Background: an optimization exercise with open tools, aiming at small area, a short achievable clock period and few clock cycles. Do not read the settings as production practice. At most, simulation tests tie the RTL to the original design; equivalence was not proved. Power and IR drop assume default switching activity.

Design lenet_top, start of the top module:
module lenet_top
(
    input  wire                     clk,
    input  wire                     rst,
    input  wire lenet_pkg::mem_wr_t img_wr,
    input  wire lenet_pkg::kernel_t kernel,
    input  wire                     start,
    output logic                    busy,
    output logic                    finish,
    output lenet_pkg::pool_result_t result
);
For scale: roughly 5100 cells after synthesis, about 170 I/O pins.
export LEC_CHECK = 0
export CAP_MARGIN = 20
export CORE_MARGIN = 2
export CORE_UTILIZATION = 40
export CTS_BUF_LIST = sky130_fd_sc_hd__clkbuf_4 sky130_fd_sc_hd__clkbuf_8
export SLEW_MARGIN = 20
export SYNTH_HIERARCHICAL = 1
export SYNTH_MINIMUM_KEEP_SIZE = 0
create_clock -name core_clock -period 10.0 [get_ports {clk}]
standard.sh (not shown) runs the stock make flow with config.mk's settings and CLKGATE_MAP_FILE= SYNTH_SCRIPT=/design/flow/synth_recipe.tcl, a recipe that flattens the netlist after the stock synthesis.
==> flow/flow/run.sh <==
#!/bin/bash
set -euo pipefail
MARGIN=6.6
sed "s/\"\${@:-finish}\"/SETUP_SLACK_MARGIN=${MARGIN} \"\${@:-finish}\"/" standard.sh > standard_margin.sh
grep -q "SETUP_SLACK_MARGIN=${MARGIN}" standard_margin.sh
bash standard_margin.sh > standard_margin.log 2>&1
Testbench counts at the start, summed over its fixed seeds: cycles 9,696.
Rerun with:
--- a/flow/design.v
+++ b/flow/design.v
@@ -918,51 +918,33 @@
             begin
                 one_q[t][i] <= wx[t][2 * i + 1] ^ wx[t][2 * i];
                 two_q[t][i] <= (wx[t][2 * i + 2] & ~wx[t][2 * i + 1] & ~wx[t][2 * i])
                              | (~wx[t][2 * i + 2] & wx[t][2 * i + 1] & wx[t][2 * i]);
                 neg_q[t][i] <= wx[t][2 * i + 2];
             end
         bias_q <= kernel.bias;
     end
-    logic [3:0]        cnt_q [4];
     logic [10:0]       n_q;
     logic [8:0]        bias32_q;
+    logic [10:0]       nw [9];
     logic [ACC_W-1:0]  kx, ky, kz, ks, kc;
-    genvar gd;
-    generate
-        for (gd = 0; gd < 4; gd++)
-        begin : g_cnt
-            logic [8:0] b;
-            logic       s0, s1, s2, c0, c1, c2, s3, c3, s4, c4, h1, hc, h2, h3;
-            always_comb
-                for (int t = 0; t < 9; t++)
-                    b[t] = wx[t][2 * gd + 2];
-            fa_cell f0_i (.a(b[0]), .b(b[1]), .c(b[2]), .s(s0), .co(c0));
-            fa_cell f1_i (.a(b[3]), .b(b[4]), .c(b[5]), .s(s1), .co(c1));
-            fa_cell f2_i (.a(b[6]), .b(b[7]), .c(b[8]), .s(s2), .co(c2));
-            fa_cell f3_i (.a(s0), .b(s1), .c(s2), .s(s3), .co(c3));
-            fa_cell f4_i (.a(c0), .b(c1), .c(c2), .s(s4), .co(c4));
-            ha_cell h0_i (.a(c3), .b(s4), .s(h1), .co(hc));
-            ha_cell h1_i (.a(c4), .b(hc), .s(h2), .co(h3));
-            always_ff @(posedge clk)
-                cnt_q[gd] <= {h3, h2, h1, s3};
-        end
-    endgenerate
     always_comb
     begin
+        for (int t = 0; t < 9; t++)
+            nw[t] = {4'b0, neg_q[t][3], 1'b0, neg_q[t][2], 1'b0, neg_q[t][1], 1'b0, neg_q[t][0]};
         kx = ACC_W'({{(ACC_W - 13){bias32_q[8]}}, bias32_q, 4'b0});
         ky = ACC_W'(n_q);
         kz = {~n_q, 9'b0};
         ks = kx ^ ky ^ kz;
         kc = ((kx & ky) | (kx & kz) | (ky & kz)) << 1;
     end
     always_ff @(posedge clk)
     begin
-        n_q      <= 11'(cnt_q[0]) + (11'(cnt_q[1]) << 2) + (11'(cnt_q[2]) << 4) + (11'(cnt_q[3]) << 6);
+        n_q      <= nw[0] + nw[1] + nw[2] + nw[3] + nw[4] + nw[5] + nw[6] + nw[7] + nw[8];
         bias32_q <= {bias_q[7], bias_q} + 9'd32;
         krow_q   <= ks + kc;
     end
     logic [8-1:0] win [4][3];
     always_ff @(posedge clk)
     begin
         for (int i = 0; i < 4; i++)
             for (int k = 0; k < 3; k++)
Maximum frequency climbs by 0.39%.
Final cell count is about the same.
Core utilization climbs by 0.21 points.
Worst setup slack gains 0.014 ns.
Non-clock buffer count drops by 23.
Critical path depth does not change.
Via count drops by 1.4%.
Cell area climbs by 0.47%.
Register-to-register slack loses 0.06 ns.
Wire length climbs by 2.2%.
Global-route usage climbs by 0.71 points.
Synthesized cell count barely changes.
Clock power climbs by about 2%.
Testbench counts after the change, summed over its fixed seeds: cycles 9,696.

* * *

Another version of the RTL of lenet_top (not shown whole).
For scale: about 5000 cells after synthesis, about 170 I/O pins.
==> flow/config.mk <==
export PLATFORM = sky130hd
export DESIGN_NAME = lenet_top
export DESIGN_NICKNAME = lenet_top
export VERILOG_FILES = /design/flow/design.v
export SDC_FILE = /design/flow/constraint.sdc
export NUM_CORES = 4
export LEC_CHECK = 0
export CAP_MARGIN = 20
export CORE_MARGIN = 2
export CORE_UTILIZATION = 40
export SLEW_MARGIN = 20
export SYNTH_HIERARCHICAL = 1
export SYNTH_MINIMUM_KEEP_SIZE = 0
==> flow/constraint.sdc <==
create_clock -name core_clock -period 10.0 [get_ports {clk}]
set_input_delay 2.0000 -clock core_clock [delete_from_list [all_inputs] [get_ports {clk}]]
set_output_delay 2.0000 -clock core_clock [all_outputs]
set_load 0.01 [all_outputs]
==> flow/flow/run.sh <==
#!/bin/bash
set -euo pipefail
MARGIN=6.7
sed "s/\"\${@:-finish}\"/SETUP_SLACK_MARGIN=${MARGIN} BUFFER_PORTS_ARGS='-buffer_cell sky130_fd_sc_hd__buf_2' \"\${@:-finish}\"/" standard.sh > standard_margin.sh
grep -q "SETUP_SLACK_MARGIN=${MARGIN}" standard_margin.sh
bash standard_margin.sh synth > standard_synth.log 2>&1
openroad -no_init -exit flow/downsize.tcl > downsize.log 2>&1
bash standard_margin.sh > standard_margin.log 2>&1
==> flow/flow/downsize.tcl <==
# swap oversized combinational cells of the synthesized netlist for their
# smallest drive strength (same function); registers are not touched
set res orfs/results/$::env(FLOW_PLATFORM)/lenet_top/base
read_liberty $::env(FLOW_HOME)/platforms/$::env(FLOW_PLATFORM)/lib/sky130_fd_sc_hd__tt_025C_1v80.lib
read_db $res/1_synth.odb
set swaps {sky130_fd_sc_hd__a22oi_2 sky130_fd_sc_hd__a22oi_1}
set n 0
foreach inst [get_cells *] {
  set master [get_property [get_lib_cells -of_objects $inst] name]
  if {[dict exists $swaps $master]} {
    replace_cell $inst [dict get $swaps $master]
    incr n
  }
}
puts "downsized $n cells"
write_db $res/1_synth.odb
Testbench counts at the start, summed over its fixed seeds: cycles 9,456.
Then changed:
--- a/flow/design.v
+++ b/flow/design.v
@@ -801,25 +801,24 @@
     output logic                    finish,
     output lenet_pkg::pool_result_t result
 );
     localparam int ACC_W = 20;
     logic       running;
     logic       a_act;       
     logic [1:0] rp;          
     logic [2:0] col;         
     logic       a_last;
     logic       rest1;       
     logic       rest2;
     logic       shift;
-    lenet_pkg::mem_wr_t wr_q;    
     logic       b_vld, c_vld, d_vld, e_vld;
     logic       b_last, c_last, d_last, e_last;
     logic [1:0] b_rp, c_rp, d_rp, e_rp;
     logic [2:0] b_col, c_col, d_col, e_col;
     assign a_last = a_act && rp == 2'd2 && col == 3'd5;
     assign shift  = (a_act && rp == 2'd2) || rest1 || rest2;
     always_ff @(posedge clk)
     begin
         if (rst)
         begin
             running <= 1'b0;
             a_act   <= 1'b0;
@@ -843,127 +842,134 @@
             c_vld  <= b_vld;
             d_vld  <= c_vld;
             e_vld  <= d_vld;
             b_last <= a_last;
             c_last <= b_last;
             d_last <= c_last;
             e_last <= d_last;
             finish <= e_last;
             if (!running)
             begin
                 running <= start;
                 a_act   <= start;
-                b_vld   <= start && !wr_q.en;
             end
             else
             begin
                 if (a_last)
                     a_act <= 1'b0;
                 if (e_last)
                     running <= 1'b0;
             end
         end
     end
     always_ff @(posedge clk)
     begin
-        if (rst || !running)
+        if (!running)
         begin
-            rp  <= (!rst && !running && start && !wr_q.en) ? 2'd1 : 2'd0;
+            rp  <= '0;
             col <= '0;
         end
         else if (a_act)
         begin
             rp <= rp + 2'd1;
             if (rp == 2'd2)
             begin
                 rp  <= '0;
                 col <= col + 3'd1;
             end
         end
         b_rp  <= rp;
         c_rp  <= b_rp;
         d_rp  <= c_rp;
         e_rp  <= d_rp;
         b_col <= col;
         c_col <= b_col;
         d_col <= c_col;
         e_col <= d_col;
     end
     assign busy = running;
     logic [8-1:0] img [64];
+    lenet_pkg::mem_wr_t wr_q;    
     always_ff @(posedge clk)
         wr_q <= img_wr;
     genvar gi;
     generate
         for (gi = 0; gi < 64; gi++)
         begin : g_img
             always_ff @(posedge clk)
             begin
                 if (wr_q.en && wr_q.addr == gi)
                     img[gi] <= wr_q.data;
                 else if (shift)
                     img[gi] <= img[(gi & 56) | ((gi + 1) & 7)];
             end
         end
     endgenerate
     logic [8:0][3:0]   one_q, two_q, neg_q;
+    logic [7:0]        bias_q;
     logic [ACC_W-1:0]  krow_q;
     logic [8:0][8:0]   wx;       
     always_comb
         for (int t = 0; t < 9; t++)
             wx[t] = {kernel.weight[t], 1'b0};
     always_ff @(posedge clk)
     begin
         for (int t = 0; t < 9; t++)
             for (int i = 0; i < 4; i++)
             begin
                 one_q[t][i] <= wx[t][2 * i + 1] ^ wx[t][2 * i];
                 two_q[t][i] <= (wx[t][2 * i + 2] & ~wx[t][2 * i + 1] & ~wx[t][2 * i])
                              | (~wx[t][2 * i + 2] & wx[t][2 * i + 1] & wx[t][2 * i]);
                 neg_q[t][i] <= wx[t][2 * i + 2];
             end
+        bias_q <= kernel.bias;
     end
-    localparam logic [ACC_W-1:0] KCONST = ACC_W'(-15 * (2 ** 9 + 2 ** 11 + 2 ** 13 + 2 ** 15));
     logic [3:0]        cnt_q [4];
-    logic [3:0]        ncnt [4];
-    logic [ACC_W-1:0]  kx_q;
-    always_ff @(posedge clk)
-        kx_q <= ACC_W'({{(ACC_W - 12){kernel.bias[7]}}, kernel.bias, 4'b0}) + KCONST;
+    logic [10:0]       n_q;
+    logic [8:0]        bias32_q;
+    logic [ACC_W-1:0]  kx, ky, kz, ks, kc;
     genvar gd;
     generate
         for (gd = 0; gd < 4; gd++)
         begin : g_cnt
             logic [8:0] b;
             logic       s0, s1, s2, c0, c1, c2, s3, c3, s4, c4, h1, hc, h2, h3;
             always_comb
                 for (int t = 0; t < 9; t++)
                     b[t] = wx[t][2 * gd + 2];
             fa_cell f0_i (.a(b[0]), .b(b[1]), .c(b[2]), .s(s0), .co(c0));
             fa_cell f1_i (.a(b[3]), .b(b[4]), .c(b[5]), .s(s1), .co(c1));
             fa_cell f2_i (.a(b[6]), .b(b[7]), .c(b[8]), .s(s2), .co(c2));
             fa_cell f3_i (.a(s0), .b(s1), .c(s2), .s(s3), .co(c3));
             fa_cell f4_i (.a(c0), .b(c1), .c(c2), .s(s4), .co(c4));
             ha_cell h0_i (.a(c3), .b(s4), .s(h1), .co(hc));
             ha_cell h1_i (.a(c4), .b(hc), .s(h2), .co(h3));
             always_ff @(posedge clk)
                 cnt_q[gd] <= {h3, h2, h1, s3};
-            assign ncnt[gd] = ~cnt_q[gd];
         end
     endgenerate
+    always_comb
+    begin
+        kx = ACC_W'({{(ACC_W - 13){bias32_q[8]}}, bias32_q, 4'b0});
+        ky = ACC_W'(n_q);
+        kz = {~n_q, 9'b0};
+        ks = kx ^ ky ^ kz;
+        kc = ((kx & ky) | (kx & kz) | (ky & kz)) << 1;
+    end
     always_ff @(posedge clk)
-        krow_q <= kx_q
-                + (ACC_W'(cnt_q[0]))       + (ACC_W'(cnt_q[1]) << 2)
-                + (ACC_W'(cnt_q[2]) << 4)  + (ACC_W'(cnt_q[3]) << 6)
-                + (ACC_W'(ncnt[0]) << 9)   + (ACC_W'(ncnt[1]) << 11)
-                + (ACC_W'(ncnt[2]) << 13)  + (ACC_W'(ncnt[3]) << 15);
+    begin
+        n_q      <= 11'(cnt_q[0]) + (11'(cnt_q[1]) << 2) + (11'(cnt_q[2]) << 4) + (11'(cnt_q[3]) << 6);
+        bias32_q <= {bias_q[7], bias_q} + 9'd32;
+        krow_q   <= ks + kc;
+    end
     logic [8-1:0] win [4][3];
     always_ff @(posedge clk)
     begin
         for (int i = 0; i < 4; i++)
             for (int k = 0; k < 3; k++)
                 case (rp)
                     2'd0:    win[i][k] <= img[(i    ) * 8 + k];
                     2'd1:    win[i][k] <= img[(i + 2) * 8 + k];
                     default: win[i][k] <= img[(i + 4) * 8 + k];
                 endcase
     end
     logic [8:0][7:0] p0, p1;
After rerunning: Routed wire length shrinks by 0.42%. Via count came out lower by 0.49%. First-iteration DRC count goes down by 11%. Final area came out higher by 1.2%. Die area came out higher by 1.3%. Clock power went down by about 2%.
Testbench counts after the change, summed over its fixed seeds: cycles 9,696.

* * *

## cedar
Another version of the RTL of lenet_top (not shown whole).
Size in the first run: ~4900 cells after synthesis, roughly 170 I/O pins, about 0.066 sq mm of cells after synthesis.
export LEC_CHECK = 0
export CAP_MARGIN = 20
export CORE_MARGIN = 2
export CORE_UTILIZATION = 40
export SLEW_MARGIN = 20
export SYNTH_HIERARCHICAL = 1
export SYNTH_MINIMUM_KEEP_SIZE = 0
create_clock -name core_clock -period 10.0 [get_ports {clk}]
Scripts as last shown in full above: flow/flow/run.sh, flow/flow/downsize.tcl
Testbench counts of cedar, summed over its fixed seeds: cycles 9,456.
Modified inputs, nickel compared to cedar
--- a/flow/design.v
+++ b/flow/design.v
@@ -802,23 +802,22 @@
     output lenet_pkg::pool_result_t result
 );
     localparam int ACC_W = 20;
     logic       running;
     logic       a_act;       
     logic [1:0] rp;          
     logic [2:0] col;         
     logic       a_last;
     logic       rest1;       
     logic       rest2;
     logic       shift;
-    lenet_pkg::mem_wr_t wr_q;    
     logic       b_vld, c_vld, d_vld, e_vld;
     logic       b_last, c_last, d_last, e_last;
     logic [1:0] e_rp;        
     logic [2:0] e_col;
     assign a_last = a_act && rp == 2'd2 && col == 3'd5;
     assign shift  = (a_act && rp == 2'd2) || rest1 || rest2;
     always_ff @(posedge clk)
     begin
         if (rst)
         begin
             running <= 1'b0;
@@ -844,38 +843,38 @@
             d_vld  <= c_vld;
             e_vld  <= d_vld;
             b_last <= a_last;
             c_last <= b_last;
             d_last <= c_last;
             e_last <= d_last;
             finish <= e_last;
             if (!running)
             begin
                 running <= start;
                 a_act   <= start;
-                b_vld   <= start && !wr_q.en;
+                b_vld   <= start;
             end
             else
             begin
                 if (a_last)
                     a_act <= 1'b0;
                 if (e_last)
                     running <= 1'b0;
             end
         end
     end
     always_ff @(posedge clk)
     begin
         if (rst || !running)
         begin
-            rp  <= (!rst && !running && start && !wr_q.en) ? 2'd1 : 2'd0;
+            rp  <= (!rst && !running && start) ? 2'd1 : 2'd0;
             col <= '0;
         end
         else if (a_act)
         begin
             rp <= rp + 2'd1;
             if (rp == 2'd2)
             begin
                 rp  <= '0;
                 col <= col + 3'd1;
             end
         end
@@ -891,32 +890,30 @@
         begin
             e_rp <= e_rp + 2'd1;
             if (e_rp == 2'd2)
             begin
                 e_rp  <= '0;
                 e_col <= e_col + 3'd1;
             end
         end
     end
     assign busy = running;
     logic [8-1:0] img [64];
-    always_ff @(posedge clk)
-        wr_q <= img_wr;
     genvar gi;
     generate
         for (gi = 0; gi < 64; gi++)
         begin : g_img
             always_ff @(posedge clk)
             begin
-                if (wr_q.en && wr_q.addr == gi)
-                    img[gi] <= wr_q.data;
+                if (img_wr.en && img_wr.addr == gi)
+                    img[gi] <= img_wr.data;
                 else if (shift)
                     img[gi] <= img[(gi & 56) | ((gi + 1) & 7)];
             end
         end
     endgenerate
     logic [8:0][3:0]   one_q, two_q, neg_q;
     logic [ACC_W-1:0]  krow_q;
     logic [8:0][8:0]   wx;       
     always_comb
         for (int t = 0; t < 9; t++)
             wx[t] = {kernel.weight[t], 1'b0};
Results
nickel reports its critical-path cell with the highest stage delay as sky130_fd_sc_hd__fa_1 while cedar reports sky130_fd_sc_hd__edfxtp_1. Summary of nickel over cedar: cell count along the critical path went up 5, least setup slack across all paths after layout went down 0.027 ns, smallest hold slack went up 0.015 ns, wire length on met2 went down about 1.8%. Per the comparison of nickel with cedar, clock skew moved up, biggest fanout along the worst timing path moved up, maximum number of pins on one net before global-route repair moved up, wire length moved down.
Only the layout flow was run in nickel; the RTL was not checked for function there.

[port drivers added, routing unchanged]
No port has a modelled driver above. Below, the same layouts with a new extraction and two added sets of constraints.
Step 1 (the two cells are an assumption about what drives the block):
set clk [get_ports {clk}]
set_driving_cell -lib_cell sky130_fd_sc_hd__clkbuf_16 $clk
set_driving_cell -lib_cell sky130_fd_sc_hd__buf_2 [delete_from_list [all_inputs] $clk]
Step 2 adds t to the input delays and takes it off the output delays; t is the mean of the earliest and latest rising clock arrival at the registers after step 1. Input paths then give back, and output paths get back, about the clock's delay inside the block.
Slacks: no drivers / after step 1 / after step 2; pairs: no drivers / after step 1.
run	t, ns	slack for setup (ns)	worst register clock-pin slew, ns
the first run of note 1	1.022	6.514 / 6.435 / 5.698	0.08 / 0.08
the second run of note 1	1.035	6.527 / 6.449 / 6.555	0.08 / 0.08
the first run of note 2	0.853	6.677 / 6.619 / 6.144	0.06 / 0.06
the second run of note 2	0.845	6.617 / 6.534 / 6.103	0.08 / 0.08
cedar	0.839	6.685 / 6.596 / 6.254	0.08 / 0.08
nickel	0.853	6.658 / 6.631 / 5.835	0.07 / 0.07
After both steps setup and hold are still met in every run listed. For nickel, which loses most, drivers alone change the setup slack by -0.027 ns; drivers and shift together by -0.823 ns.
